Context: an optimization exercise on an open-source flow, tuned for small area. The choices shown serve that exercise and are no tape-out recipe. Where RTL was checked, it was by simulation tests only, not by an equivalence proof against the original. The RTL of run 4 was laid out without a check of its function. Power and IR drop assume default switching activity.

<file path="design/flow/config.mk">
export PLATFORM = sky130hd
export DESIGN_NAME = snitch_vfpr_wb
export DESIGN_NICKNAME = snitch_vfpr_wb
export VERILOG_FILES = /design/flow/design.v
export SDC_FILE = /design/flow/constraint.sdc
export NUM_CORES = 4
export LEC_CHECK = 0
export CAP_MARGIN = 20
export CORE_MARGIN = 2
export CORE_UTILIZATION = 40
export SETUP_SLACK_MARGIN = 0.3
export SLEW_MARGIN = 20
</file>
<file path="design/flow/constraint.sdc">
create_clock -name core_clock -period 6.5 [get_ports {clk_i}]
set_input_delay 1.3000 -clock core_clock [delete_from_list [all_inputs] [get_ports {clk_i}]]
set_output_delay 1.3000 -clock core_clock [all_outputs]
set_load 0.01 [all_outputs]
</file>
<file path="design/flow/design.v">
module snitch_vfpr_wb #(
   parameter int unsigned AddrWidth      = 32,
   parameter int unsigned DataWidth      = 64,
   parameter int unsigned BufDepth       = 4,
   parameter int unsigned MaxOutstanding = 4
) (
   input  logic                     clk_i,
   input  logic                     rst_ni,
   input  logic [AddrWidth-1:0]     res_addr_i,
   input  logic [DataWidth-1:0]     res_data_i,
   input  logic                     res_valid_i,
   output logic                     res_ready_o,
   output logic [AddrWidth-1:0]     wr_q_addr_o,
   output logic [DataWidth-1:0]     wr_q_data_o,
   output logic [DataWidth/8-1:0]   wr_q_strb_o,
   output logic                     wr_q_valid_o,
   input  logic                     wr_q_ready_i,
   input  logic                     wr_p_valid_i,
   input  logic [3*AddrWidth-1:0]   haz_addr_i,
   input  logic [2:0]               haz_en_i,
   output logic                     hazard_o,
   output logic                     idle_o,
   output logic                     err_o
);
   localparam int unsigned BW = AddrWidth + DataWidth;
   localparam int unsigned NB = BufDepth;
   localparam int unsigned NO = MaxOutstanding;
   logic [BW-1:0]        buf_q  [NB];    
   logic [AddrWidth-1:0] infl_q [NO];
   logic [NB-1:0] bVal_q, bRd_q, bSel_q, bSelN_q;    
   logic [NO-1:0] fVal_q, fRd_q, fSel_q, fSelN_q;
   logic          err_q;
   logic bFull, bEmpty, fFull, fEmpty;
   logic push, issue, respPop, spurious;
   assign bFull  = &bVal_q;
   assign bEmpty = ~|bVal_q;
   assign fFull  = &fVal_q;
   assign fEmpty = ~|fVal_q;
   assign res_ready_o  = ~bFull;
   assign push         = res_valid_i & ~bFull;
   assign wr_q_valid_o = ~bEmpty & ~fFull;
   assign issue        = wr_q_valid_o & wr_q_ready_i;
   assign respPop      = wr_p_valid_i & (~fEmpty | issue);
   assign spurious     = wr_p_valid_i & fEmpty & ~issue;
   assign idle_o      = bEmpty & fEmpty;
   assign err_o       = err_q;
   assign wr_q_strb_o = '1;
   logic [BW-1:0] head;
   always_comb begin
      head = '0;
      for (int unsigned b = 0; b < NB; b++) head |= buf_q[b] & {BW{bRd_q[b]}};
   end
   assign wr_q_addr_o = head[BW-1:DataWidth];
   assign wr_q_data_o = head[DataWidth-1:0];
   logic hazMatch;
   always_comb begin
      hazMatch = 1'b0;
      for (int unsigned i = 0; i < 3; i++) begin
         for (int unsigned b = 0; b < NB; b++)
            hazMatch |= haz_en_i[i] & bVal_q[b] &
                        (buf_q[b][BW-1:DataWidth] == haz_addr_i[i*AddrWidth +: AddrWidth]);
         for (int unsigned o = 0; o < NO; o++)
            hazMatch |= haz_en_i[i] & fVal_q[o] &
                        (infl_q[o] == haz_addr_i[i*AddrWidth +: AddrWidth]);
      end
   end
   assign hazard_o = hazMatch;
   always_ff @(posedge clk_i) begin
      for (int unsigned b = 0; b < NB; b++)
         buf_q[b] <= ({BW{bSel_q[b]}} & {res_addr_i, res_data_i}) | ({BW{bSelN_q[b]}} & buf_q[b]);
      for (int unsigned o = 0; o < NO; o++)
         infl_q[o] <= ({AddrWidth{fSel_q[o]}} & wr_q_addr_o) | ({AddrWidth{fSelN_q[o]}} & infl_q[o]);
   end
   logic [NB-1:0] bWr, bVal_d, bRd_d, bWr_d, bSel_d;
   logic [NO-1:0] fWr, fVal_d, fRd_d, fWr_d, fSel_d;
   always_comb begin
      bWr    = bSel_q | (bRd_q & {NB{bFull}});
      bVal_d = (bVal_q & ~(bRd_q & {NB{issue}})) | (bWr & {NB{push}});
      bRd_d  = issue ? {bRd_q[NB-2:0], bRd_q[NB-1]} : bRd_q;
      bWr_d  = push  ? {bWr[NB-2:0], bWr[NB-1]} : bWr;
      bSel_d = bWr_d & {NB{~&bVal_d}};
      fWr    = fSel_q | (fRd_q & {NO{fFull}});
      fVal_d = (fVal_q | (fWr & {NO{issue}})) & ~(fRd_q & {NO{respPop}});
      fRd_d  = respPop ? {fRd_q[NO-2:0], fRd_q[NO-1]} : fRd_q;
      fWr_d  = issue   ? {fWr[NO-2:0], fWr[NO-1]} : fWr;
      fSel_d = fWr_d & {NO{~&fVal_d}};
   end
   always_ff @(posedge clk_i or negedge rst_ni) begin
      if (!rst_ni) begin
         bVal_q  <= '0;
         bRd_q   <= {{(NB-1){1'b0}}, 1'b1};
         bSel_q  <= {{(NB-1){1'b0}}, 1'b1};
         bSelN_q <= {{(NB-1){1'b1}}, 1'b0};
         fVal_q  <= '0;
         fRd_q   <= {{(NO-1){1'b0}}, 1'b1};
         fSel_q  <= {{(NO-1){1'b0}}, 1'b1};
         fSelN_q <= {{(NO-1){1'b1}}, 1'b0};
         err_q   <= 1'b0;
      end else begin
         bVal_q  <= bVal_d;
         bRd_q   <= bRd_d;
         bSel_q  <= bSel_d;
         bSelN_q <= ~bSel_d;
         fVal_q  <= fVal_d;
         fRd_q   <= fRd_d;
         fSel_q  <= fSel_d;
         fSelN_q <= ~fSel_d;
         err_q   <= err_q | spurious;
      end
   end
endmodule
</file>
<file path="design/flow/run.sh">
#!/bin/bash
# synth_recipe.tcl (not shown) runs the flow's synth.tcl, then flattens the netlist and writes it again
# the make line also repeats each setting of config.mk as NAME=value (left out here)
make -C /OpenROAD-flow-scripts/flow DESIGN_CONFIG=/design/flow/config.mk WORK_HOME=/design/flow/orfs CLKGATE_MAP_FILE= SYNTH_SCRIPT=/design/flow/synth_recipe.tcl finish
</file>
==> results_dict.tcl, run 1 <==
set metrics [dict create \
    syn_area_sq_um 28200 \
    vdd_ir_drop_max_v 0.000288 \
    fin_total_pwr_mw 14.1 \
    ctsHoldBuffers 0 \
    p_leak_nw 14.8 \
    track_usage 0.413 \
    start_util 0.403 \
    startpoint_type "input pin" \
    cts_buffers 59 \
    firstDrtPassIters 6 \
    yosys.area.top_type "dfxtp_1" \
    cts_setup_buffers 0 \
    worst_slew_pin_slew_ns 1.01 \
    core_sq_um 69900 \
    finalCriticalPeriod_ns 6.26 \
    gp_congestion 1.11 \
    hold_slack_ns 0.464 \
    first_iter_violations 2839 \
    rsz0062_at_grt "false" \
    fmaxAchievable_mhz 160 \
    min_from "err_q" \
    ctsRootBufferMaster "clkbuf_16" \
    ant_nets 0 \
    drv_slew 0 \
    maxSlewHeadroom 0.328 \
    fin_worst_skew_ns 0.0169 \
    die_h_um 269 \
    clock_tree.buffer_depth 3 \
    hold_viol 0 \
    worst_slack_ns 0.244 \
    ys_seq_area_frac 0.394 \
    port_buffers 300 \
    synth_area_leaders "dfxtp_1 (36%), xor2_1 (16%), a22o_1 (16%)" \
    placed_cells 3905 \
    maxCapViolations 0 \
    finalSetupViolations 0 \
    wirelength_um 155000 \
    area_delta_synth_final_pct 22.1 \
    nets 3226 \
    avgSynthCellArea_sq_um 9.81 \
    cp-endpoint "hazard_o" \
    r2r_cells 5 \
    cts_max_level 2 \
    antenna_found_initial 6 \
    r2r_end "infl_q[1][19]" \
    grt-ovfl-total 0 \
    grt_pass1_wl_um 211000 \
    stdcell_count 4011 \
    yosys_warnings 3 \
    status "finished clean" \
    reg2reg_from "bRd_q[0]" \
    path_clk_slew_ns 0.06 \
    r2r_slack_ns 4.03 \
    dieArea_sq_um 72500 \
    arrival_ns 4.96 \
    drive_gt1_frac 0.110 \
    min_period_over_period 0.962 \
    detail_route.wl_per_cell_um 38.7 \
    grt_pass1_vias 25500 \
    required_ns 5.20 \
    startpoint "haz_addr_i[30]" \
    synth.distinct_cells 40 \
    tritoncts "built" \
    postLayoutCoreUtil 0.492 \
    clock_sinks 545 \
    ios 309 \
    grt_start_max_net_pins 66 \
    dpl_worst_slack_ns -0.142 \
    clkLatencyLatePin_ns 0.63 \
    hold_path.class "register to register" \
    drcViolationCount 0 \
    synth-seq-cells 545 \
    powerDensity_nw_per_um2 412 \
    std_cell_rows 97 \
    die_x_um 269 \
    synth_top_area_frac 0.364 \
    syn_inst 2869 \
    vias_per_cell 6.40 \
    vias 25700 \
    cp_max_fo 7 \
    hpwl_um 117000 \
    end_kind "output port" \
    criticalPathCategory "input pin to output port" \
]
-- routing by layer --
| layer | share of wire | up-vias | global-route usage | routed length (um) |
|---|---|---|---|---|
| met2 | 0.45 | 1693 | 0.644 | 69100 |
| met3 | 0.085 | 447 | 0.0743 | 13200 |
| met5 | 0.00027 | - | 0 | 42 |
| met4 | 0.077 | 6 | 0.274 | 12000 |
| li1 | - | 10700 | - | - |
| met1 | 0.39 | 12900 | 0.522 | 60700 |
-- power breakdown --
part	internal (mW)	switching [mW]
combinational	1.90	1.83
clock	2.36	1.46
sequential	4.66	1.94
total	8.92	5.23
-- registers in the layout, indices dropped and copies added, names as in the netlist --
register and count:
bRd_q 4, bSelN_q 4, bSel_q 4, bVal_q 4, buf_q 384, err_q 1, fRd_q 4, fSelN_q 4
fSel_q 4, fVal_q 4, infl_q 128
-- what timing repair did --
item,4_1_cts,5_1_grt
endpoints found under the hold margin,0,0
endpoints found under the setup margin,1,1
resized for setup,10,14
-- through the flow --
stage               cell area, sq um  TNS (ns)
finish                         34400         0
global route                   34400         0
CTS                            34300         0
detailed placement             32100    -0.142
global placement               32100    -0.185
floorplan                      28200         0
-- worst max-delay path, stage by stage --
cell and delay, ns:
clkdlybuf4s15_1 0.79, xor2_1 0.29, nor4_2 0.59, nand4_1 0.17, nor4_1 0.63, a22oi_1 0.20, nand4_1 0.16, or4_1 0.22
clkdlybuf4s50_1 0.57
-- placed cells by master (no fill, tap or decap), types with 7 or more instances in the layout --
cell type,instances
a21oi_1,12
a22o_1,513
a22oi_1,199
buf_4,183
bufinv_16,14
clkbuf_16,59
clkbuf_8,13
clkdlybuf4s50_1,288
clkinv_2,7
conb_1,8
dfrtp_1,16
dfrtp_4,7
dfxtp_1,512
nand2_1,125
nand4_1,106
nor3_1,14
nor4_1,139
nor4_2,8
xnor2_1,238
xor2_1,528
-- synth_stat cells (all sizes together) --
cell type and n:
xor2 530, a22o 516, dfxtp 512, clkbuf 260, xnor2 238, a22oi 199
nor4 148, buf 139, nand2 127, nand4 107, dfrtp 23, nor3 14
a21oi 12, dfstp 10, a31o 5, a31oi 4, mux2 4, o211a 4
o211ai 4, and2 3, and4 3, a21boi 1, a41oi 1, conb 1
inv 1, nand3 1, nor2 1, or4 1
-- cell type report --
cell class              count  area, sq um
flip-flops and latches    545        11100
fillers                  6485        35500
clock inverters            29          547
inverters                   1         3.75
repair buffers            488         4490
well taps                 940         1180
diodes                      2         5.00
clock buffers              75         1670
multi-input cells        1931        15400
-- worst min path at each step --
stage	endpoint	slack (ns)	depth (start not counted)
floorplan	buf_q[3][0]	0.44	1
global placement	err_q	0.45	1
detailed placement	buf_q[0][21]	0.45	1
CTS	err_q	0.47	1
global route	buf_q[1][36]	0.48	1
finish	err_q	0.46	1
-- kinds of logic after synthesis --
group / synth area share
AOI/OAI and AO/OA: 0.221
xor gates and xnor gates: 0.239
buffers and inverters: 0.0643
DFF: 0.394
muxes: 0.00160
other: 0.000133
and+or+nand+nor: 0.0798
==> run 2, diff against run 1 <==
==> design/flow/flow/run.sh (new file) <==
#!/bin/bash
# Standard ORFS layout (the standard.sh), with these changes:
#  * the buffers Yosys/ABC inserted are removed at floorplan (the resizer re-buffers as needed);
#  * port buffers use the smallest buffer cell instead of the resizer's default pick;
#  * CTS does not add dummy loads.
set -euo pipefail
bash standard.sh \
  "REMOVE_ABC_BUFFERS=1" \
  "BUFFER_PORTS_ARGS=-buffer_cell sky130_fd_sc_hd__buf_1" \
  "CTS_ARGS=-sink_clustering_enable -repair_clock_nets -sink_clustering_size 12 -sink_clustering_max_diameter 60 -buf_list sky130_fd_sc_hd__clkbuf_8 -dont_use_dummy_load" \
  finish > standard_flow.log 2>&1
==> design/flow/standard.sh (new file) <==
#!/bin/bash
# synth_recipe.tcl (not shown) runs the flow's synth.tcl, then flattens the netlist and writes it again
# the make line also repeats each setting of config.mk as NAME=value (left out here)
make -C /OpenROAD-flow-scripts/flow DESIGN_CONFIG=/design/flow/config.mk WORK_HOME=/design/flow/orfs CLKGATE_MAP_FILE= SYNTH_SCRIPT=/design/flow/synth_recipe.tcl "${@:-finish}"
--- a/design/flow/config.mk
+++ b/design/flow/config.mk
@@ -8,5 +8,7 @@
 export CAP_MARGIN = 20
 export CORE_MARGIN = 2
-export CORE_UTILIZATION = 40
-export SETUP_SLACK_MARGIN = 0.3
+export CORE_UTILIZATION = 60
+export CTS_BUF_LIST = sky130_fd_sc_hd__clkbuf_8
+export GPL_TIMING_DRIVEN = 0
+export SETUP_SLACK_MARGIN = 0.2
 export SLEW_MARGIN = 20
removed: design/flow/run.sh
==> run 2 against run 1 <==
- fmax down 0.91%
- die area down 33%
- synthesized cell count unchanged
- flip-flop and latch count unchanged
- combinational power down 12%
- largest power group unchanged
- clock skew up 0.054 ns
- critical path depth unchanged
- count of clock-buffer cells in the layout down 19
- critical path type unchanged
==> results_dict.tcl, run 2 <==
set metrics [dict create \
    status "finished clean" \
    r2r_end "infl_q[2][0]" \
    min_period_over_period 0.971 \
    combPwrFrac 0.282 \
    min_from "buf_q[3][17]" \
    synth_most_common_cell "xor2_1" \
    clock_tree.buffer_depth 3 \
    cts_setup_buffers 0 \
    firstDrtPassIters 7 \
    finalCriticalPeriod_ns 6.31 \
    synth-main-ff-cell "dfxtp_1" \
    rsz0062_at_grt "false" \
    cts_buffers 56 \
    synth_top_area_frac 0.364 \
    required_ns 5.20 \
    p_int_mw 7.11 \
    hold_path.class "register to register" \
    startpoint_type "input pin" \
    p_switching_mw 4.51 \
    nets 3054 \
    ctsRootBufferMaster "clkbuf_8" \
    ctsResizeCount 0 \
    start_util 0.606 \
    vias 26000 \
    drcViolationCount 0 \
    yosys.area.top_type "dfxtp_1" \
    die_h_um 221 \
    synth_area_leaders "dfxtp_1 (36%), xor2_1 (16%), a22o_1 (16%)" \
    postLayoutCoreUtil 0.636 \
    maxSlewHeadroom 0.0951 \
    mostFrequentLayoutCells "xor2_1 (530), a22o_1 (513), dfxtp_1 (512)" \
    synth_fa_ha_area_frac 0 \
    fill_cells 3716 \
    wirelength_um 132000 \
    synth_enable_flop_cells 0 \
    cts_max_level 2 \
    clkPwrFrac 0.164 \
    syn_inst 2869 \
    finalSetupViolations 0 \
    fin_total_pwr_mw 11.6 \
    syn_area_sq_um 28200 \
    avgSynthCellArea_sq_um 9.81 \
    fin_worst_skew_ns 0.0714 \
    maxCapViolations 0 \
    end_kind "output port" \
    multi_input_area_sq_um 15300 \
    r2r_cells 4 \
    port_buffers 300 \
    ys_seq_area_frac 0.394 \
    regArea_sq_um 11100 \
    synth_top_family_by_area "XOR/XNOR gates" \
    first_iter_violations 3936 \
    grt-ovfl-total 0 \
    final_common_cell "xor2_1" \
    regMostFlops "buf_q" \
    ios 309 \
    area_delta_synth_final_pct 4.91 \
    cpMostUsedCell "nand4_1" \
    vias_per_cell 7.51 \
    path_buf_inv 2 \
    detail_route.wl_per_cell_um 38.2 \
    drive_gt1_frac 0.0484 \
    grt_start_max_net_pins 68 \
    grt_pass1_vias 24100 \
    synth.area.mux_share 0.00160 \
    gp_congestion 1.06 \
    powerDensity_nw_per_um2 393 \
    ant_nets 0 \
    r2r_slack_ns 3.91 \
    cp_cell_sequence "buf_1 -> xor2_1 -> nor4_2 -> nand4_1 -> nor4_1 -> nand4_1 -> nand4_1 -> or4_1 -> buf_1" \
    worst_slew_pin_slew_ns 1.36 \
    hold_viol 0 \
    dieArea_sq_um 48700 \
    vdd_ir_drop_max_v 0.000364 \
    fmaxAchievable_mhz 158 \
    drv_slew 0 \
    p_sw_frac 0.388 \
    track_usage 0.529 \
    synth-simple-area-share 0.0798 \
    yosys_warnings 3 \
    synth-seq-cells 545 \
    whs_endpoint "buf_q[3][17]" \
    largest_registers "buf_q x384, infl_q x128" \
    criticalPathCategory "input pin to output port" \
    synth_xor_area_frac 0.239 \
    clock_sinks 545 \
    core_sq_um 46500 \
    std_cell_rows 79 \
    setup_tns_ns 0 \
    hpwl_um 89600 \
    max_stage_delay_ns 0.89 \
    grt_pass1_wl_um 181000 \
    largest_reg_flops 384 \
    critical_path.top_delay_family "simple AND/OR/NAND/NOR gates" \
    die_x_um 221 \
    async_flop_share 0.0606 \
    path_clk_slew_ns 0.08 \
    synth_compound_area_frac 0.221 \
    seq_power_share 0.554 \
    arrival_ns 5.01 \
    antenna_found_initial 6 \
    clkLatencyLatePin_ns 0.68 \
    synthTopCellsByCount "xor2_1 (530), a22o_1 (513), dfxtp_1 (512), xnor2_1 (238), clkbuf_1 (237)" \
    tritoncts "built" \
    cp_max_fo 8 \
    p_leak_nw 12.6 \
    synth.distinct_cells 40 \
    holdPathStages 1 \
    cp_slowest_cell "nor4_2" \
    reg2reg_from "bRd_q[0]" \
    ctsHoldBuffers 0 \
]
[run 2: metal layers]
layer | track usage | vias to the layer above | share of wire
li1 | - | 10300 | -
met1 | 0.648 | 12500 | 0.34
met2 | 0.767 | 2560 | 0.42
met3 | 0.193 | 680 | 0.15
met4 | 0.374 | 10 | 0.088
met5 | 0 | - | 0.00042
[run 2: power groups by stage]
stage,combinational (mW),sequential (mW),clock [mW]
3_3_place_gp,2.98,6.26,0
3_5_place_dp,3.11,6.36,0
6_report,3.27,6.44,1.91
4_1_cts,3.13,6.32,1.88
2_1_floorplan,2.22,5.70,0
5_1_grt,3.43,6.48,2.01
[run 2: logic make-up (layout without fill, tap and decap cells)]
family,Yosys count,in the layout
muxes,4,4
xor gates and xnor gates,768,768
buffers and inverters,400,376
and+or+nand+nor,405,405
DFF,545,545
AOI/OAI and AO/OA,746,746
other,1,10
[run 2: how the worst max path moves through the flow]
stage	start	depth (start not counted)	slack (ns)	endpoint
6_report	haz_addr_i[81]	9	0.19	hazard_o
5_1_grt	haz_addr_i[13]	9	0.42	hazard_o
4_1_cts	haz_addr_i[13]	9	0.49	hazard_o
3_5_place_dp	haz_addr_i[13]	9	0.50	hazard_o
3_3_place_gp	haz_addr_i[16]	9	0.31	hazard_o
2_1_floorplan	haz_addr_i[25]	7	2.73	hazard_o
[run 2: area by class of cell]
class                           count  share of cell area
Timing Repair Buffer              319              0.0521
Sequential cell                   545               0.377
Multi-Input combinational cell   1931               0.519
Tap cell                          607              0.0257
Inverter                            1            0.000127
Antenna cell                        2            0.000169
Clock buffer                       56              0.0261
[run 2: metrics by stage]
| stage | instance area, sq um | cells | hold slack (ns) | setup slack, ns |
|---|---|---|---|---|
| 3_5_place_dp | 28700 | 3399 | 0.456 | 0.497 |
| 5_1_grt | 29500 | 3459 | 0.488 | 0.420 |
| 6_report | 29500 | 3461 | 0.480 | 0.187 |
| 2_1_floorplan | 26400 | 2477 | 0.440 | 2.73 |
| 3_3_place_gp | 28300 | 3384 | 0.449 | 0.310 |
| 4_1_cts | 29500 | 3455 | 0.480 | 0.488 |
==> run 3, diff against run 2 <==
==> design/flow/flow/run.sh (replaced) <==
#!/bin/bash
# Standard ORFS layout (the standard.sh), with these changes:
#  * the buffers Yosys/ABC inserted are removed at floorplan (the resizer re-buffers as needed);
#  * port buffers use the a small buffer cell (buf_2) instead of the resizer's default pick;
#  * CTS does not add dummy loads.
set -euo pipefail
bash standard.sh \
  "REMOVE_ABC_BUFFERS=1" \
  "BUFFER_PORTS_ARGS=-buffer_cell sky130_fd_sc_hd__buf_2" \
  "CTS_ARGS=-sink_clustering_enable -repair_clock_nets -sink_clustering_size 12 -sink_clustering_max_diameter 60 -buf_list sky130_fd_sc_hd__clkbuf_8 -dont_use_dummy_load" \
  finish > standard_flow.log 2>&1
==> run 3 against run 2 <==
- final cell count shrank 0.14%
- wire length is 3.4% lower
- highest routed layer unchanged
- sequential share of layout area decreased by 0.36 points
- synthesized cell count stayed put
- global-route usage decreased by 1.6 points
- first-iteration DRC count decreased by 7.7%
- critical endpoint unchanged
- still clean on timing, DRC and antenna
==> results_dict.tcl, run 3 <==
set metrics [dict create \
    status "finished clean" \
    fin_worst_skew_ns 0.111 \
    ys_seq_area_frac 0.394 \
    drcViolationCount 0 \
    fin_total_pwr_mw 11.5 \
    ctsResizeCount 0 \
    arrival_ns 4.56 \
    regMostFlops "buf_q" \
    worst_slack_ns 0.640 \
    synth_top_area_frac 0.364 \
    hold_viol 0 \
    synth_area_leaders "dfxtp_1 (36%), xor2_1 (16%), a22o_1 (16%)" \
    port_buffers 300 \
    tritoncts "built" \
    fill_cells 3740 \
    core_sq_um 46500 \
    async_flop_share 0.0606 \
    largest_reg_flops 384 \
    vdd_ir_drop_max_v 0.000345 \
    path_clk_slew_ns 0.07 \
    max_stage_delay_ns 1.03 \
    ctsHoldBuffers 0 \
    ctsRootBufferMaster "clkbuf_8" \
    place_area_sq_um 29000 \
    firstDrtPassIters 6 \
    clock_tree.buffer_depth 3 \
    cts_max_level 2 \
    hpwl_um 89100 \
    whs_endpoint "err_q" \
    avgSynthCellArea_sq_um 9.81 \
    wl_met3_um 17300 \
    wirelength_um 128000 \
    dieArea_sq_um 48700 \
    drv_slew 0 \
    highest_layer "met5" \
    criticalPathCategory "input pin to output port" \
    grt_start_max_net_pins 62 \
    rsz0062_at_grt "false" \
    p_leak_nw 13.5 \
    placed_cells 3397 \
    finalInstanceArea_sq_um 29800 \
    std_cell_rows 79 \
    syn_area_sq_um 28200 \
    grt_pass1_wl_um 177000 \
    setup_tns_ns 0 \
    syn_inst 2869 \
    grt-ovfl-total 0 \
    cts_buffers 54 \
    vias_per_cell 7.35 \
    yosys_warnings 3 \
    reg2reg_from "bRd_q[3]" \
    cts_setup_buffers 0 \
    maxSlewHeadroom 0.144 \
    antenna_found_initial 8 \
    holdPathStages 1 \
    synth.distinct_cells 40 \
    required_ns 5.20 \
    final_common_cell "xor2_1" \
    end_kind "output port" \
    maxCapViolations 0 \
    cp_cell_sequence "buf_2 -> xor2_1 -> nor4_1 -> nand4_1 -> nor4_1 -> a22oi_1 -> nand4_1 -> or4_1 -> buf_2" \
    min_period_over_period 0.902 \
    start_util 0.606 \
    cp_slowest_cell "xor2_1" \
    yosys.area.top_type "dfxtp_1" \
    startpoint_type "input pin" \
    detail_route.wl_per_cell_um 37.0 \
    powerDensity_nw_per_um2 387 \
    ant_nets 0 \
    area_delta_synth_final_pct 5.93 \
    worst_slew_pin_slew_ns 1.27 \
    grt_pass1_vias 24400 \
    r2r_end "infl_q[3][16]" \
    dpl_worst_slack_ns 0.907 \
    clock_sinks 545 \
    fmaxAchievable_mhz 171 \
    hold_path.class "register to register" \
    r2r_cells 4 \
    ios 309 \
    clkLatencyLatePin_ns 0.71 \
    die_h_um 221 \
    finalCriticalPeriod_ns 5.86 \
    synthTopCellsByCount "xor2_1 (530), a22o_1 (513), dfxtp_1 (512), xnor2_1 (238), clkbuf_1 (237)" \
    met2_length_um 55100 \
    finalSetupViolations 0 \
    largest_registers "buf_q x384, infl_q x128" \
    synth_enable_flop_cells 0 \
    vias 25400 \
    met1_length_um 44100 \
    drive_gt1_frac 0.147 \
    min_from "err_q" \
    gp_congestion 1.10 \
    track_usage 0.513 \
    die_x_um 221 \
    synth-seq-cells 545 \
    cp_max_fo 8 \
    mostFrequentLayoutCells "xor2_1 (530), a22o_1 (513), dfxtp_1 (512)" \
    stdcell_count 3456 \
    r2r_slack_ns 3.95 \
    synth-main-ff-cell "dfxtp_1" \
    nets 3048 \
    first_iter_violations 3634 \
    synth_most_common_cell "xor2_1" \
]
-- run 3: final cells by class --
class / count / area, sq um / area share
Inverter: 1 / 3.75 / 0.000126
Multi-Input combinational cell: 1931 / 15300 / 0.514
Sequential cell: 545 / 11100 / 0.373
Timing Repair Buffer: 315 / 1850 / 0.0621
Antenna cell: 3 / 7.51 / 0.000252
Clock buffer: 54 / 743 / 0.0249
Tap cell: 607 / 759 / 0.0255
-- run 3: how the worst max path moves through the flow --
stage,slack [ns],endpoint,cells after the start,startpoint
2_1_floorplan,2.73,hazard_o,7,haz_addr_i[25]
3_3_place_gp,0.64,wr_q_addr_o[16],3,bRd_q[2]
3_5_place_dp,0.91,hazard_o,9,haz_addr_i[79]
4_1_cts,0.91,hazard_o,9,haz_addr_i[79]
5_1_grt,0.84,hazard_o,9,haz_addr_i[4]
6_report,0.64,hazard_o,9,haz_addr_i[4]
-- run 3: kinds of logic after synthesis --
| logic type | Yosys count | share of synthesized area |
|---|---|---|
| AOI/OAI and AO/OA | 746 | 0.221 |
| buffers and inverters | 400 | 0.0643 |
| and+or+nand+nor | 405 | 0.0798 |
| DFF | 545 | 0.394 |
| other | 1 | 0.000133 |
| muxes | 4 | 0.00160 |
| xor gates and xnor gates | 768 | 0.239 |
-- run 3: layer usage --
| metal | up-vias | GRT usage |
|---|---|---|
| met5 | - | 0 |
| met4 | 14 | 0.366 |
| met3 | 693 | 0.184 |
| met2 | 2190 | 0.776 |
| met1 | 12300 | 0.604 |
| li1 | 10200 | - |
-- run 3: stage by stage --
| step | util | hold slack (ns) |
|---|---|---|
| final | 0.642 | 0.474 |
| after global placement | 0.616 | 0.444 |
| after floorplan | - | 0.440 |
| after detailed placement | 0.625 | 0.453 |
| after global routing | 0.642 | 0.492 |
| after CTS | 0.641 | 0.476 |
-- run 3: power breakdown --
group          total [mW]  switching (mW)  internal (mW)
clock network        1.85            1.11          0.736
logic                3.28            1.58           1.70
registers            6.41            1.75           4.66
total                11.5            4.44           7.10
-- run 3: critical path, delay by kind of cell --
family	cells	cell delay [ns]
buf+inv	2	0.60
compound gates	1	0.20
xor+xnor	1	1.03
simple gates	5	1.41
==> run 4, diff against run 3 <==
--- a/design/flow/design.v
+++ b/design/flow/design.v
@@ -29,5 +29,6 @@
    logic [AddrWidth-1:0] infl_q [NO];
    logic [NB-1:0] bVal_q, bRd_q, bSel_q, bSelN_q;    
-   logic [NO-1:0] fVal_q, fRd_q, fSel_q, fSelN_q;
+   logic [NO-1:0] fVal_q, fSel_q, fSelN_q;
+   logic [1:0]    fRd_q;                             
    logic          err_q;
    logic bFull, bEmpty, fFull, fEmpty;
@@ -45,5 +46,5 @@
    assign idle_o      = bEmpty & fEmpty;
    assign err_o       = err_q;
-   assign wr_q_strb_o = '1;
+   assign wr_q_strb_o = {(DataWidth/8){wr_q_valid_o}};
    logic [BW-1:0] head;
    always_comb begin
@@ -73,5 +74,6 @@
    end
    logic [NB-1:0] bWr, bVal_d, bRd_d, bWr_d, bSel_d;
-   logic [NO-1:0] fWr, fVal_d, fRd_d, fWr_d, fSel_d;
+   logic [NO-1:0] fWr, fVal_d, fWr_d, fSel_d, fRdOH;
+   logic [1:0]    fRd_d;
    always_comb begin
       bWr    = bSel_q | (bRd_q & {NB{bFull}});
@@ -80,7 +82,8 @@
       bWr_d  = push  ? {bWr[NB-2:0], bWr[NB-1]} : bWr;
       bSel_d = bWr_d & {NB{~&bVal_d}};
-      fWr    = fSel_q | (fRd_q & {NO{fFull}});
-      fVal_d = (fVal_q | (fWr & {NO{issue}})) & ~(fRd_q & {NO{respPop}});
-      fRd_d  = respPop ? {fRd_q[NO-2:0], fRd_q[NO-1]} : fRd_q;
+      fRdOH  = NO'(1) << fRd_q;
+      fWr    = fSel_q | (fRdOH & {NO{fFull}});
+      fVal_d = (fVal_q | (fWr & {NO{issue}})) & ~(fRdOH & {NO{respPop}});
+      fRd_d  = fRd_q + {1'b0, respPop};
       fWr_d  = issue   ? {fWr[NO-2:0], fWr[NO-1]} : fWr;
       fSel_d = fWr_d & {NO{~&fVal_d}};
@@ -93,5 +96,5 @@
          bSelN_q <= {{(NB-1){1'b1}}, 1'b0};
          fVal_q  <= '0;
-         fRd_q   <= {{(NO-1){1'b0}}, 1'b1};
+         fRd_q   <= '0;
          fSel_q  <= {{(NO-1){1'b0}}, 1'b1};
          fSelN_q <= {{(NO-1){1'b1}}, 1'b0};
==> design/flow/flow/run.sh (replaced) <==
#!/bin/bash
# Standard ORFS layout (the standard.sh), with these changes:
#  * the buffers Yosys/ABC inserted are removed at floorplan (the resizer re-buffers as needed);
#  * port buffers use the smallest buffer cell instead of the resizer's default pick;
#  * CTS does not add dummy loads.
set -euo pipefail
bash standard.sh \
  "REMOVE_ABC_BUFFERS=1" \
  "BUFFER_PORTS_ARGS=-buffer_cell sky130_fd_sc_hd__buf_1" \
  "CTS_ARGS=-sink_clustering_enable -repair_clock_nets -sink_clustering_size 14 -sink_clustering_max_diameter 60 -buf_list sky130_fd_sc_hd__clkbuf_8 -dont_use_dummy_load" \
  finish > standard_flow.log 2>&1
==> run 4 against run 3 <==
- sequential power is 3.4% higher
- still clean
- wire length increased by 6.5%
- power up 0.28%
- area after synthesis decreased by 0.80%
- fmax down 7.1%
- largest power group unchanged
- first-iteration DRC count rose by 12%
- setup slack worse by 0.45 ns
==> results_dict.tcl, run 4 <==
set metrics [dict create \
    hold_viol 0 \
    hold_path.class "register to register" \
    ctsHoldBuffers 0 \
    synth.distinct_cells 42 \
    gp_congestion 1.20 \
    path_clk_slew_ns 0.08 \
    grt_pass1_wl_um 186000 \
    finalCriticalPeriod_ns 6.31 \
    port_buffers 308 \
    synthTopCellsByCount "xor2_1 (515), a22o_1 (512), dfxtp_1 (512), xnor2_1 (248), clkbuf_1 (243)" \
    syn_area_sq_um 27900 \
    fill_cells 3731 \
    drv_slew 0 \
    track_usage 0.550 \
    syn_inst 2873 \
    mostFrequentLayoutCells "xor2_1 (515), a22o_1 (512), dfxtp_1 (512)" \
    criticalPathCategory "input pin to output port" \
    nets 3065 \
    yosys.area.top_type "dfxtp_1" \
    vias_per_cell 7.59 \
    powerDensity_nw_per_um2 392 \
    ys_seq_area_frac 0.395 \
    ios 309 \
    avgSynthCellArea_sq_um 9.72 \
    fmaxAchievable_mhz 159 \
    setup_tns_ns 0 \
    ant_nets 0 \
    maxCapViolations 0 \
    cts_max_level 2 \
    grt_pass1_vias 24400 \
    synth-seq-cells 543 \
    worst_slack_ns 0.191 \
    arrival_ns 5.01 \
    drive_gt1_frac 0.0563 \
    status "finished clean" \
    synth_top_area_frac 0.367 \
    end_kind "output port" \
    firstDrtPassIters 10 \
    dpl_worst_slack_ns 0.642 \
    largest_reg_flops 384 \
    rsz0062_at_grt "false" \
    async_flop_share 0.0571 \
    startpoint_type "input pin" \
    cts_buffers 51 \
    cp_max_fo 8 \
    clkLatencyLatePin_ns 0.68 \
    die_x_um 220 \
    wirelength_um 136000 \
    drcViolationCount 0 \
    grt-ovfl-total 0 \
    first_iter_violations 4066 \
    core_sq_um 46300 \
    std_cell_rows 79 \
    synth_enable_flop_cells 0 \
    final_common_cell "xor2_1" \
    area_delta_synth_final_pct 5.59 \
    worst_slew_pin_slew_ns 1.37 \
    vdd_ir_drop_max_v 0.000361 \
    dieArea_sq_um 48300 \
    cts_setup_buffers 0 \
    hpwl_um 89200 \
    synth-main-ff-cell "dfxtp_1" \
    grt_start_max_net_pins 67 \
    detail_route.wl_per_cell_um 39.2 \
    tritoncts "built" \
    start_util 0.604 \
    largest_registers "buf_q x384, infl_q x128" \
    synth_most_common_cell "xor2_1" \
    required_ns 5.20 \
    clock_tree.buffer_depth 3 \
    synth_area_leaders "dfxtp_1 (37%), xor2_1 (16%), a22o_1 (16%)" \
    ctsResizeCount 0 \
    ctsRootBufferMaster "clkbuf_8" \
    antenna_found_initial 8 \
    p_leak_nw 12.6 \
    maxSlewHeadroom 0.0877 \
    vias 26300 \
    die_h_um 220 \
    clock_sinks 543 \
    fin_worst_skew_ns 0.0745 \
    regMostFlops "buf_q" \
    min_period_over_period 0.971 \
    yosys_warnings 3 \
    finalSetupViolations 0 \
]
-- run 4: path summary, 6_finish.rpt --
check                               start            end  slack (ns)  depth (start not counted)
min in group asynchronous          rst_ni          err_q        0.64                          1
max in group asynchronous          rst_ni      bSel_q[3]        5.36                          1
setup / recovery           haz_addr_i[54]       hazard_o        0.19                          9
hold / removal                buf_q[3][4]    buf_q[3][4]        0.48                          1
hold reg to reg               buf_q[3][4]    buf_q[3][4]        0.48                          1
setup reg to reg                 bRd_q[0]  infl_q[1][24]        3.68                          4
-- run 4: cells by family after synthesis --
logic type                 after synthesis  share of synthesized area
AOI/OAI and AO/OA                      739                      0.222
xor gates and xnor gates               763                      0.239
adders and majority gates                1                   0.000448
buffers and inverters                  406                     0.0607
DFF                                    543                      0.395
and+or+nand+nor                        421                     0.0825
-- run 4: critical path, cell delays in order --
cell,delay (ns)
buf_1,0.90
xor2_1,0.23
nor4_1,0.70
nand4_1,0.18
nor4_1,0.61
nand4_1,0.47
nand4_1,0.26
or4_1,0.18
buf_1,0.17
-- run 4: cell type report --
cell class                      count  area (sq um)  area share
Clock buffer                       51           702      0.0238
Antenna cell                        3          7.51    0.000255
Inverter                           13          48.8     0.00165
Timing Repair Buffer              331          1660      0.0562
Sequential cell                   543         11100       0.376
Multi-Input combinational cell   1924         15200       0.516
Tap cell                          607           759      0.0258
-- run 4: where the power goes --
part | internal [mW] | total (mW) | switching [mW]
clock | 0.696 | 1.83 | 1.14
combinational | 1.67 | 3.11 | 1.43
sequential | 4.66 | 6.63 | 1.97
total | 7.03 | 11.6 | 4.54
-- run 4: layer usage --
| layer | global-route usage | part of all wire |
|---|---|---|
| met3 | 0.271 | 0.17 |
| met1 | 0.656 | 0.34 |
| met4 | 0.401 | 0.095 |
| met2 | 0.759 | 0.40 |
| met5 | 0.00208 | 0.00052 |
-- run 4: stage by stage --
step	power [mW]	utilization	cell area [sq um]	hold slack (ns)	std cells
2_1_floorplan	7.91	-	26300	0.440	2480
3_3_place_gp	9.21	0.610	28200	0.451	3395
3_5_place_dp	9.44	0.620	28700	0.456	3413
4_1_cts	11.2	0.635	29400	0.480	3464
5_1_grt	11.9	0.637	29500	0.493	3470
6_report	11.6	0.638	29500	0.479	3472
==> run 5, diff against run 4 <==
--- a/design/flow/design.v
+++ b/design/flow/design.v
@@ -71,8 +71,9 @@
          buf_q[b] <= ({BW{bSel_q[b]}} & {res_addr_i, res_data_i}) | ({BW{bSelN_q[b]}} & buf_q[b]);
       for (int unsigned o = 0; o < NO; o++)
-         infl_q[o] <= ({AddrWidth{fSel_q[o]}} & wr_q_addr_o) | ({AddrWidth{fSelN_q[o]}} & infl_q[o]);
+         infl_q[o] <= ({AddrWidth{fSel_q[o]}} & buf_q[o][BW-1:DataWidth]) |
+                      ({AddrWidth{fSelN_q[o]}} & infl_q[o]);
    end
    logic [NB-1:0] bWr, bVal_d, bRd_d, bWr_d, bSel_d;
-   logic [NO-1:0] fWr, fVal_d, fWr_d, fSel_d, fRdOH;
+   logic [NO-1:0] fVal_d, fSel_d, fRdOH;
    logic [1:0]    fRd_d;
    always_comb begin
@@ -83,9 +84,7 @@
       bSel_d = bWr_d & {NB{~&bVal_d}};
       fRdOH  = NO'(1) << fRd_q;
-      fWr    = fSel_q | (fRdOH & {NO{fFull}});
-      fVal_d = (fVal_q | (fWr & {NO{issue}})) & ~(fRdOH & {NO{respPop}});
+      fVal_d = (fVal_q | (bRd_q & {NO{issue}})) & ~(fRdOH & {NO{respPop}});
       fRd_d  = fRd_q + {1'b0, respPop};
-      fWr_d  = issue   ? {fWr[NO-2:0], fWr[NO-1]} : fWr;
-      fSel_d = fWr_d & {NO{~&fVal_d}};
+      fSel_d = bRd_d & {NO{~&fVal_d}};
    end
    always_ff @(posedge clk_i or negedge rst_ni) begin
==> run 5 against run 4 <==
- first-iteration DRC count decreased by 0.25%
- flip-flop and latch count stayed put
- core utilization is 0.52 points higher
- hold slack improved by 0.0013 ns
- critical endpoint unchanged
- highest routed layer unchanged
==> results_dict.tcl, run 5 <==
set metrics [dict create \
    fin_total_pwr_mw 11.6 \
    ctsHoldBuffers 0 \
    syn_area_sq_um 27800 \
    mostFrequentLayoutCells "xor2_1 (531), a22o_1 (516), dfxtp_1 (512)" \
    std_cell_rows 78 \
    final_common_cell "xor2_1" \
    maxSlewHeadroom 0.0622 \
    postLayoutCoreUtil 0.643 \
    stdcell_count 3443 \
    min_from "buf_q[0][47]" \
    fmaxAchievable_mhz 158 \
    yosys.area.top_type "dfxtp_1" \
    ctsRootBufferMaster "clkbuf_8" \
    startpoint_type "input pin" \
    finalCriticalPeriod_ns 6.33 \
    synth_most_common_cell "xor2_1" \
    arrival_ns 5.03 \
    wirelength_um 129000 \
    firstDrtPassIters 6 \
    cp_max_fo 8 \
    finalInstanceArea_sq_um 29300 \
    clock_tree.buffer_depth 3 \
    clock_sinks 543 \
    fin_worst_skew_ns 0.0572 \
    ant_nets 0 \
    hold_slack_ns 0.480 \
    synth.distinct_cells 36 \
    synth-main-ff-cell "dfxtp_1" \
    min_period_over_period 0.974 \
    dpl_worst_slack_ns 0.675 \
    rsz0062_at_grt "false" \
    cts_max_level 2 \
    synthTopCellsByCount "xor2_1 (532), a22o_1 (516), dfxtp_1 (512), clkbuf_1 (289), xnor2_1 (234)" \
    yosys_warnings 3 \
    detail_route.wl_per_cell_um 37.6 \
    r2r_cells 7 \
    drive_gt1_frac 0.0405 \
    end_kind "output port" \
    cts_setup_buffers 0 \
    placed_cells 3384 \
    hold_viol 0 \
    die_h_um 219 \
    startpoint "haz_addr_i[24]" \
    reg2reg_from "bVal_q[0]" \
    criticalPathCategory "input pin to output port" \
    finalSetupViolations 0 \
    ios 309 \
    track_usage 0.533 \
    path_clk_slew_ns 0.08 \
    vias_per_cell 7.50 \
    async_flop_share 0.0571 \
    holdPathStages 1 \
    required_ns 5.20 \
    synth_top_area_frac 0.369 \
    cts_buffers 50 \
    drv_slew 0 \
    setup_tns_ns 0 \
    worst_slack_ns 0.172 \
    p_leak_nw 12.4 \
    status "finished clean" \
    place_area_sq_um 28500 \
    vias 25800 \
    start_util 0.610 \
    hold_path.class "register to register" \
    avgSynthCellArea_sq_um 9.72 \
    area_delta_synth_final_pct 5.43 \
    synth_area_leaders "dfxtp_1 (37%), xor2_1 (17%), a22o_1 (16%)" \
    grt_start_max_net_pins 67 \
    syn_inst 2859 \
    grt_pass1_vias 24400 \
    synth_enable_flop_cells 0 \
    maxCapViolations 0 \
    ys_seq_area_frac 0.397 \
    powerDensity_nw_per_um2 396 \
    synth-seq-cells 543 \
    dieArea_sq_um 48000 \
    nets 3040 \
    grt-ovfl-total 0 \
    core_sq_um 45600 \
    die_x_um 219 \
    port_buffers 308 \
    largest_registers "buf_q x384, infl_q x128" \
    vdd_ir_drop_max_v 0.000334 \
    first_iter_violations 4056 \
    grt_pass1_wl_um 181000 \
    clkLatencyLatePin_ns 0.71 \
    ctsResizeCount 0 \
    antenna_found_initial 8 \
    tritoncts "built" \
    largest_reg_flops 384 \
    worst_slew_pin_slew_ns 1.41 \
    hpwl_um 88900 \
    regMostFlops "buf_q" \
    gp_congestion 1.14 \
    drcViolationCount 0 \
]
[run 5: cell types whose count changed after synthesis, moves of 4 or more]
cell	delta
buf_1	+9
xor2_1	+17
inv_1	-8
clkbuf_1	+46
xnor2_1	-14
buf_2	-52
nand2_1	-15
a22o_1	+4
[run 5: worst paths after layout]
check,end,slack [ns]
max in group asynchronous,bRd_q[3],5.34
worst min register to register,buf_q[0][47],0.48
min in group asynchronous,bSel_q[3],0.65
worst max register to register,fSel_q[2],3.39
worst min-delay path,buf_q[0][47],0.48
worst max-delay path,hazard_o,0.17
[run 5: worst max-delay path: stages]
cell	delay (ns)
buf_1	0.95
xor2_1	0.16
nor4_1	1.07
nand4_1	0.18
nor4_1	0.62
a22oi_1	0.18
nand4_1	0.14
or4_1	0.23
buf_1	0.18
[run 5: power breakdown]
group | internal (mW) | switching (mW) | total, mW
clock network | 0.684 | 1.14 | 1.83
registers | 4.63 | 2.19 | 6.82
logic | 1.62 | 1.33 | 2.96
[run 5: layout make-up]
class                      instances  area, sq um
tap                              600          751
fill                            3714        16300
antenna                            6         15.0
inverter                           5         18.8
multi-input combinational       1916        15200
timing repair buffer             323         1540
clock buffer                      50          688
sequential                       543        11100
[run 5: layer usage]
metal | up-vias | routed length (um) | track usage
li1 | 10200 | - | -
met1 | 12500 | 45400 | 0.659
met2 | 2373 | 53000 | 0.744
met3 | 721 | 19400 | 0.216
met4 | 8 | 11400 | 0.384
met5 | - | 122 | 0.0167
[run 5: cells by family after synthesis]
logic type / Yosys count / share of synthesized area
AO/OA/AOI/OAI: 739 / 0.223
XOR/XNOR: 766 / 0.241
adder cells (fa/ha/maj): 1 / 0.000450
buffers and inverters: 400 / 0.0572
flip-flops: 543 / 0.397
AND/OR/NAND/NOR: 410 / 0.0808
==> run 6, diff against run 5 <==
--- a/design/flow/config.mk
+++ b/design/flow/config.mk
@@ -11,4 +11,4 @@
 export CTS_BUF_LIST = sky130_fd_sc_hd__clkbuf_8
 export GPL_TIMING_DRIVEN = 0
-export SETUP_SLACK_MARGIN = 0.2
+export SETUP_SLACK_MARGIN = 0.5
 export SLEW_MARGIN = 20
==> run 6 against run 5 <==
- still clean
- area after synthesis stayed put
- sequential share of layout area hardly changed
- sequential power about the same
- register-to-register slack worse by 0.02 ns
- power grew 0.15%
- hold slack better by 0.0010 ns
- die area unchanged
- critical endpoint unchanged
- largest cell class unchanged
- largest power group unchanged
==> results_dict.tcl, run 6 <==
set metrics [dict create \
    status "finished clean" \
    criticalPathCategory "input pin to output port" \
    setup_tns_ns 0 \
    synth_area_leaders "dfxtp_1 (37%), xor2_1 (17%), a22o_1 (16%)" \
    wirelength_um 130000 \
    area_delta_synth_final_pct 5.45 \
    mostFrequentLayoutCells "xor2_1 (531), a22o_1 (516), dfxtp_1 (512)" \
    cp_cell_sequence "buf_1 -> xor2_1 -> nor4_1 -> nand4_1 -> nor4_1 -> a41oi_1 -> nand4_1 -> or4_1 -> buf_1" \
    synth_enable_flop_cells 0 \
    syn_area_sq_um 27800 \
    arrival_ns 4.97 \
    holdPathStages 1 \
    fin_worst_skew_ns 0.0472 \
    finalCriticalPeriod_ns 6.27 \
    avgSynthCellArea_sq_um 9.72 \
    vias 25600 \
    finalSetupViolations 0 \
    ctsRootBufferMaster "clkbuf_8" \
    ctsResizeCount 0 \
    p_leak_nw 12.4 \
    rsz0062_at_grt "false" \
    finalInstanceArea_sq_um 29300 \
    ctsHoldBuffers 0 \
    fmaxAchievable_mhz 159 \
    dpl_worst_slack_ns 0.675 \
    die_x_um 219 \
    final_common_cell "xor2_1" \
    clock_tree.buffer_depth 3 \
    synth_most_common_cell "xor2_1" \
    clock_sinks 543 \
    end_kind "output port" \
    regMostFlops "buf_q" \
    die_h_um 219 \
    cts_max_level 2 \
    r2r_cells 7 \
    largest_reg_flops 384 \
    antenna_found_initial 8 \
    port_buffers 308 \
    drcViolationCount 0 \
    synth-main-ff-cell "dfxtp_1" \
    gp_congestion 1.14 \
    place_area_sq_um 28500 \
    critical_path.top_delay_family "simple AND/OR/NAND/NOR gates" \
    drive_gt1_frac 0.0419 \
    maxCapViolations 0 \
    ant_nets 0 \
    std_cell_rows 78 \
    maxSlewHeadroom 0.0582 \
    worst_slack_ns 0.225 \
    path_buf_inv 2 \
    hold_path.class "register to register" \
    detail_route.wl_per_cell_um 37.6 \
    start_util 0.610 \
    firstDrtPassIters 6 \
    ios 309 \
    startpoint_type "input pin" \
    synth-seq-cells 543 \
    hold_viol 0 \
    cts_buffers 50 \
    syn_inst 2859 \
    vias_per_cell 7.45 \
    required_ns 5.20 \
    cp.depth 9 \
    grt_pass1_wl_um 181000 \
    worst_slew_pin_slew_ns 1.41 \
    min_period_over_period 0.965 \
    cp_max_fo 8 \
    drv_slew 0 \
    vdd_ir_drop_max_v 0.000333 \
    synthTopCellsByCount "xor2_1 (532), a22o_1 (516), dfxtp_1 (512), clkbuf_1 (289), xnor2_1 (234)" \
    cts_setup_buffers 0 \
    hpwl_um 88900 \
    cp_slowest_cell "buf_1" \
    dieArea_sq_um 48000 \
    grt_start_max_net_pins 67 \
    max_stage_delay_ns 1.00 \
    grt_pass1_vias 24400 \
    clkLatencyLatePin_ns 0.71 \
    yosys.area.top_type "dfxtp_1" \
    path_clk_slew_ns 0.08 \
    tritoncts "built" \
    hold_slack_ns 0.481 \
    ys_seq_area_frac 0.397 \
    core_sq_um 45600 \
    nets 3040 \
    yosys_warnings 3 \
    grt-ovfl-total 0 \
    fill_cells 3716 \
    synth_top_area_frac 0.369 \
    powerDensity_nw_per_um2 397 \
    synth.distinct_cells 36 \
    largest_registers "buf_q x384, infl_q x128" \
    async_flop_share 0.0571 \
    first_iter_violations 4197 \
    track_usage 0.533 \
]
-- run 6: cell counts after synthesis --
No cell type changed its count.
-- run 6: logic make-up (layout without fill, tap and decap cells) --
group,after synthesis,count (layout),synth area share
flops,543,543,0.397
compound gates,739,739,0.223
simple gates,410,410,0.0808
xor+xnor,766,766,0.241
other cells,0,4,0
fa+ha+maj,1,1,0.000450
buf+inv,400,378,0.0572
-- run 6: path summary, 6_finish.rpt --
kind	start	end	slack, ns
worst max register to register	bVal_q[0]	fSel_q[2]	3.37
max in group asynchronous	rst_ni	bRd_q[3]	5.34
worst min-delay path	buf_q[0][47]	buf_q[0][47]	0.48
worst max-delay path	haz_addr_i[90]	hazard_o	0.23
min in group asynchronous	rst_ni	bSel_q[3]	0.65
worst min register to register	buf_q[0][47]	buf_q[0][47]	0.48
-- run 6: final cells by class --
| class | instances | area (sq um) | area share |
|---|---|---|---|
| repair buffers | 323 | 1550 | 0.0528 |
| inverters | 5 | 18.8 | 0.000641 |
| multi-input cells | 1916 | 15200 | 0.519 |
| clock buffers | 50 | 688 | 0.0235 |
| flip-flops and latches | 543 | 11100 | 0.378 |
| diodes | 4 | 10.0 | 0.000342 |
| well taps | 600 | 751 | 0.0256 |
-- run 6: through the flow --
stage	instances	power (mW)	utilization
floorplan	2464	7.80	-
global placement	3372	9.26	0.617
detailed placement	3384	9.47	0.626
CTS	3434	11.2	0.641
global route	3438	11.9	0.643
finish	3441	11.6	0.643
-- run 6: per-layer routing --
layer / track usage / up-vias / part of all wire
met4: 0.384 / 10 / 0.086
met3: 0.216 / 686 / 0.15
li1: - / 10200 / -
met5: 0.0167 / - / 0.00087
met1: 0.659 / 12300 / 0.35
met2: 0.744 / 2412 / 0.41
-- run 6: where the power goes --
group	switching (mW)	internal (mW)
logic	1.34	1.62
registers	2.20	4.63
clock network	1.15	0.685
==> run 7, diff against run 6 <==
--- a/design/flow/config.mk
+++ b/design/flow/config.mk
@@ -6,5 +6,5 @@
 export NUM_CORES = 4
 export LEC_CHECK = 0
-export CAP_MARGIN = 20
+export CAP_MARGIN = 10
 export CORE_MARGIN = 2
 export CORE_UTILIZATION = 60
@@ -12,3 +12,3 @@
 export GPL_TIMING_DRIVEN = 0
 export SETUP_SLACK_MARGIN = 0.5
-export SLEW_MARGIN = 20
+export SLEW_MARGIN = 10
==> run 7 against run 6 <==
- still clean on timing, DRC and antenna
- non-clock buffer count down 2
- area after synthesis unchanged
- final cell count down 0.15%
- sequential power about the same
- critical path depth unchanged
- clock skew down 0.0075 ns
- setup slack better by 0.20 ns
- largest power group unchanged
==> results_dict.tcl, run 7 <==
set metrics [dict create \
    status "finished clean" \
    vias 25800 \
    startpoint "haz_addr_i[63]" \
    drcViolationCount 0 \
    drv_slew 0 \
    fill_cells 3703 \
    synth-seq-cells 543 \
    yosys.area.top_type "dfxtp_1" \
    ant_nets 0 \
    wirelength_um 130000 \
    ctsHoldBuffers 0 \
    synth_enable_flop_cells 0 \
    fin_worst_skew_ns 0.0398 \
    grt-ovfl-total 0 \
    synthTopCellsByCount "xor2_1 (532), a22o_1 (516), dfxtp_1 (512), clkbuf_1 (289), xnor2_1 (234)" \
    arrival_ns 4.78 \
    finalInstanceArea_sq_um 29300 \
    core_sq_um 45600 \
    grt_start_max_net_pins 70 \
    dieArea_sq_um 48000 \
    grt_pass1_wl_um 181000 \
    async_flop_share 0.0571 \
    vias_per_cell 7.51 \
    largest_reg_flops 384 \
    maxCapViolations 0 \
    finalCriticalPeriod_ns 6.08 \
    regMostFlops "buf_q" \
    largest_registers "buf_q x384, infl_q x128" \
    avgSynthCellArea_sq_um 9.72 \
    min_from "buf_q[0][49]" \
    ctsResizeCount 0 \
    fmaxAchievable_mhz 165 \
    mostFrequentLayoutCells "xor2_1 (532), a22o_1 (516), dfxtp_1 (512)" \
    final_common_cell "xor2_1" \
    r2r_cells 6 \
    synth_top_area_frac 0.369 \
    synth_fa_ha_area_frac 0.000450 \
    place_area_sq_um 28500 \
    firstDrtPassIters 6 \
    cts_buffers 49 \
    synth.area.mux_share 0 \
    cts_setup_buffers 0 \
    clkLatencyLatePin_ns 0.68 \
    tritoncts "built" \
    rsz0062_at_grt "false" \
    synth-main-ff-cell "dfxtp_1" \
    syn_inst 2859 \
    ctsRootBufferMaster "clkbuf_8" \
    die_x_um 219 \
    required_ns 5.20 \
    std_cell_rows 78 \
    worst_slew_pin_slew_ns 1.46 \
    path_clk_slew_ns 0.09 \
    start_util 0.610 \
    criticalPathCategory "input pin to output port" \
    min_period_over_period 0.935 \
    finalSetupViolations 0 \
    maxSlewHeadroom 0.0279 \
    synth_area_leaders "dfxtp_1 (37%), xor2_1 (17%), a22o_1 (16%)" \
    synth_compound_area_frac 0.223 \
    end_kind "output port" \
    synth_most_common_cell "xor2_1" \
    vdd_ir_drop_max_v 0.000390 \
    ys_seq_area_frac 0.397 \
    cts_max_level 2 \
    startpoint_type "input pin" \
    synth_xor_area_frac 0.241 \
    gp_congestion 1.14 \
    grt_pass1_vias 24500 \
    synth-simple-area-share 0.0808 \
    clock_tree.buffer_depth 3 \
    hold_viol 0 \
    postLayoutCoreUtil 0.642 \
    first_iter_violations 3884 \
    clock_sinks 543 \
    powerDensity_nw_per_um2 396 \
    cp_max_fo 8 \
    nets 3037 \
    fin_total_pwr_mw 11.6 \
    hpwl_um 89200 \
    setup_tns_ns 0 \
    detail_route.wl_per_cell_um 37.7 \
    p_leak_nw 12.4 \
    syn_area_sq_um 27800 \
    synth.distinct_cells 36 \
    ios 309 \
    track_usage 0.531 \
    area_delta_synth_final_pct 5.34 \
    holdPathStages 1 \
    antenna_found_initial 5 \
    synth_top_family_by_area "XOR/XNOR gates" \
    die_h_um 219 \
    drive_gt1_frac 0.0367 \
    hold_path.class "register to register" \
    port_buffers 308 \
    reg2reg_from "fVal_q[3]" \
    yosys_warnings 3 \
]
## run 7: cell count changes in the layout (fill, tap and decap cells not counted), sizes merged
| cell | delta |
|---|---|
| clkdlybuf4s15 | +5 |
| clkbuf | -6 |
| diode | -2 |
| buf | -2 |
## run 7: metal layers
metal	share of wire	GRT usage	vias to the layer above
met5	0.00046	0	-
met3	0.15	0.219	670
met4	0.083	0.357	6
li1	-	-	10200
met1	0.35	0.651	12500
met2	0.41	0.759	2438
## run 7: logic make-up after synthesis
| family | after synthesis |
|---|---|
| compound gates | 739 |
| xor+xnor | 766 |
| fa+ha+maj | 1 |
| buf+inv | 400 |
| flops | 543 |
| simple gates | 410 |
## run 7: where the power goes
part | internal, mW | leakage, nW | total [mW] | switching (mW)
Sequential | 4.63 | 4.61 | 6.82 | 2.19
Combinational | 1.62 | 7.42 | 2.95 | 1.32
Clock | 0.672 | 0.352 | 1.82 | 1.15
## run 7: worst max-delay path: stages
cell             delay [ns]
clkdlybuf4s15_1        0.78
xor2_1                 0.38
nor4_2                 0.64
nand4_1                0.16
nor4_1                 0.76
a22oi_1                0.21
nand4_1                0.14
or4_1                  0.21
buf_1                  0.19
## run 7: cell type report
| cell class | count | area (sq um) | share of cell area |
|---|---|---|---|
| Sequential cell | 543 | 11100 | 0.379 |
| Tap cell | 600 | 751 | 0.0256 |
| Clock buffer | 49 | 674 | 0.0230 |
| Timing Repair Buffer | 321 | 1530 | 0.0524 |
| Multi-Input combinational cell | 1916 | 15200 | 0.519 |
| Antenna cell | 2 | 5.00 | 0.000171 |
| Inverter | 5 | 18.8 | 0.000641 |
## run 7: stage by stage
stage                     hold slack [ns]  std cells  setup slack, ns
final                               0.481       3436            0.422
after global routing                0.492       3434            0.526
after CTS                           0.480       3433            0.577
after detailed placement            0.453       3384            0.573
after global placement              0.453       3372            0.585
after floorplan                     0.440       2464             2.79
## run 7: path summary, 6_finish.rpt
| kind | end | slack (ns) |
|---|---|---|
| max in group asynchronous | bSel_q[2] | 5.32 |
| setup reg to reg | fSel_q[2] | 3.43 |
| hold reg to reg | buf_q[0][49] | 0.48 |
| min in group asynchronous | bSel_q[3] | 0.65 |
| setup / recovery | hazard_o | 0.42 |
| hold / removal | buf_q[0][49] | 0.48 |
==> run 8, diff against run 7 <==
==> design/flow/flow/run.sh (replaced) <==
#!/bin/bash
# Standard ORFS layout (the standard.sh), with these changes:
#  * the buffers Yosys/ABC inserted are removed at floorplan (the resizer re-buffers as needed);
#  * port buffers use the smallest buffer cell instead of the resizer's default pick;
#  * CTS does not add dummy loads;
#  * after global routing, gates on paths with slack are downsized (ORFS RECOVER_POWER).
set -euo pipefail
bash standard.sh \
  "REMOVE_ABC_BUFFERS=1" \
  "RECOVER_POWER=100" \
  "BUFFER_PORTS_ARGS=-buffer_cell sky130_fd_sc_hd__buf_1" \
  "CTS_ARGS=-sink_clustering_enable -repair_clock_nets -sink_clustering_size 14 -sink_clustering_max_diameter 60 -buf_list sky130_fd_sc_hd__clkbuf_8 -dont_use_dummy_load" \
  finish > standard_flow.log 2>&1
==> run 8 against run 7 <==
- the layout now fails its checks (max-capacitance violations, max-slew violations)
- register-to-register slack lost 2.5 ns
- synthesized cell count unchanged
- global-route usage unchanged
- sequential power about the same
- clock skew grew 0.014 ns
- critical path type unchanged
- largest power group unchanged
- non-clock buffer count unchanged
==> results_dict.tcl, run 8 <==
set metrics [dict create \
    setup_tns_ns 0 \
    path_clk_slew_ns 0.09 \
    required_ns 5.20 \
    clock_tree.buffer_depth 3 \
    powerDensity_nw_per_um2 398 \
    worst_slew_pin_slew_ns 4.05 \
    cts_setup_buffers 0 \
    synth-main-ff-cell "dfxtp_1" \
    firstDrtPassIters 6 \
    maxCapViolations 13 \
    core_sq_um 45600 \
    status "failed layout checks" \
    grt_pass1_vias 24500 \
    cp_max_fo 8 \
    arrival_ns 4.82 \
    async_flop_share 0.0571 \
    synth-seq-cells 543 \
    criticalPathCategory "input pin to output port" \
    min_period_over_period 0.941 \
    cts_max_level 2 \
    rsz0062_at_grt "false" \
    drive_gt1_frac 0.0303 \
    syn_area_sq_um 27800 \
    tritoncts "built" \
    p_leak_nw 12.3 \
    wirelength_um 130000 \
    synthTopCellsByCount "xor2_1 (532), a22o_1 (516), dfxtp_1 (512), clkbuf_1 (289), xnor2_1 (234)" \
    area_delta_synth_final_pct 4.76 \
    hold_path.class "register to register" \
    drv_slew 600 \
    reg2reg_from "bSel_q[0]" \
    hold_slack_ns 0.481 \
    ios 309 \
    cts_buffers 49 \
    track_usage 0.531 \
    start_util 0.610 \
    min_from "buf_q[3][46]" \
    nets 3037 \
    maxSlewHeadroom -1.70 \
    fin_worst_skew_ns 0.0534 \
    hold_viol 0 \
    ctsRootBufferMaster "clkbuf_8" \
    place_area_sq_um 28500 \
    clock_sinks 543 \
    regMostFlops "buf_q" \
    synth_top_area_frac 0.369 \
    r2r_cells 4 \
    antenna_found_initial 5 \
    hpwl_um 89200 \
    mostFrequentLayoutCells "xor2_1 (532), a22o_1 (516), dfxtp_1 (512)" \
    holdPathStages 1 \
    avgSynthCellArea_sq_um 9.72 \
    grt-ovfl-total 0 \
    synth_most_common_cell "xor2_1" \
    synth_enable_flop_cells 0 \
    detail_route.wl_per_cell_um 37.7 \
    ant_nets 0 \
    synth_area_leaders "dfxtp_1 (37%), xor2_1 (17%), a22o_1 (16%)" \
    r2r_slack_ns 0.92 \
    grt_start_max_net_pins 70 \
    die_x_um 219 \
    drcViolationCount 0 \
    vdd_ir_drop_max_v 0.000388 \
    yosys.area.top_type "dfxtp_1" \
    grt_pass1_wl_um 181000 \
    fmaxAchievable_mhz 163 \
    vias 25900 \
    final_common_cell "xor2_1" \
    fin_total_pwr_mw 11.6 \
    port_buffers 308 \
    startpoint_type "input pin" \
    dieArea_sq_um 48000 \
    failed_checks "max-capacitance violations, max-slew violations" \
    vias_per_cell 7.52 \
    finalSetupViolations 0 \
    whs_endpoint "buf_q[3][46]" \
    die_h_um 219 \
    clkLatencyLatePin_ns 0.70 \
    gp_congestion 1.14 \
    first_iter_violations 3533 \
    finalInstanceArea_sq_um 29100 \
    largest_reg_flops 384 \
    yosys_warnings 3 \
    finalCriticalPeriod_ns 6.12 \
    largest_registers "buf_q x384, infl_q x128" \
    dpl_worst_slack_ns 0.573 \
    end_kind "output port" \
    worst_slack_ns 0.383 \
    r2r_end "bSel_q[3]" \
    std_cell_rows 78 \
    syn_inst 2859 \
    synth.distinct_cells 36 \
    ys_seq_area_frac 0.397 \
]
[run 8: cell counts after synthesis]
No cell type changed its count.
[run 8: cells by family after synthesis]
family / Yosys count / synth area share
compound gates: 739 / 0.223
flops: 543 / 0.397
simple gates: 410 / 0.0808
fa+ha+maj: 1 / 0.000450
buf+inv: 400 / 0.0572
xor+xnor: 766 / 0.241
[run 8: final cells by class]
type | instances | area, sq um
flip-flops and latches | 543 | 11100
diodes | 4 | 10.0
inverters | 5 | 18.8
clock buffers | 49 | 674
multi-input cells | 1916 | 15200
repair buffers | 321 | 1410
fillers | 3738 | 16500
well taps | 600 | 751
[run 8: power by group]
group / internal (mW) / leakage, nW / switching (mW)
Clock: 0.671 / 0.352 / 1.15
Combinational: 1.62 / 7.36 / 1.33
Sequential: 4.63 / 4.60 / 2.19
[run 8: repair_timing]
| action | in CTS | in global routing |
|---|---|---|
| setup endpoints to repair | 0 | 1 |
| resized for setup | 0 | 10 |
| hold buffers | 0 | 0 |
[run 8: worst max path at each step]
stage	startpoint	endpoint	slack (ns)	cells past startpoint
after global routing	haz_addr_i[70]	hazard_o	0.53	9
after floorplan	haz_addr_i[91]	hazard_o	2.79	7
after detailed placement	haz_addr_i[61]	hazard_o	0.57	9
after CTS	haz_addr_i[61]	hazard_o	0.58	9
after global placement	haz_addr_i[51]	hazard_o	0.59	9
final	haz_addr_i[31]	hazard_o	0.38	9
[run 8: critical path, cell delays in order]
cell and delay [ns]:
buf_1 1.02, xor2_1 0.13, nor4_1 0.68, nand4_1 0.38
nor4_1 0.52, nand4_1 0.16, nand4_1 0.16, or4_1 0.24
buf_1 0.19
[run 8: per-stage QoR]
step,instances,utilization
finish,3438,0.639
global route,3434,0.638
CTS,3433,0.640
detailed placement,3384,0.625
global placement,3372,0.617
floorplan,2464,-
[run 8: per-layer routing]
metal	GRT usage	vias to the layer above	routed length [um]
li1	-	10200	-
met1	0.651	12600	46000
met2	0.759	2349	53500
met3	0.219	664	19400
met4	0.357	6	10900
met5	0	-	38

==> what the ideal ports hide <==
How much do the figures lean on ideal ports? The routed layouts below were timed once more, with nothing changed but the port constraints. Step 1 assumes that a clkbuf_16 drives the clock port and a buf_2 every other input. Step 2, shift: input delay + t, output delay - t, t = (earliest + latest rising clock arrival at the registers) / 2. This alone moves slack from input paths to output paths. Slacks: ideal / step 1 / step 2; pairs: ideal / step 1.
run	t, ns	slack for setup (ns)	slew at the worst register clock pin (ns)	worst slew at a driven data input, ns	cell pins on the clock port's net
run 1	0.700	0.244 / 0.214 / 0.214	0.07 / 0.07	0.12	1
run 2	0.709	0.187 / 0.150 / 0.150	0.09 / 0.09	0.08	1
run 3	0.725	0.640 / 0.614 / 0.614	0.09 / 0.09	0.07	1
run 4	0.713	0.191 / 0.141 / 0.141	0.09 / 0.09	0.10	1
run 5	0.738	0.172 / 0.141 / 0.141	0.10 / 0.10	0.08	1
run 6	0.742	0.225 / 0.194 / 0.194	0.11 / 0.11	0.08	1
run 7	0.723	0.422 / 0.390 / 0.390	0.10 / 0.10	0.07	1
run 8	0.730	0.383 / 0.350 / 0.350	0.10 / 0.10	0.07	1
The setup slack of run 4, which loses most, moves by -0.050 ns with the drivers and by -0.050 ns with both steps.
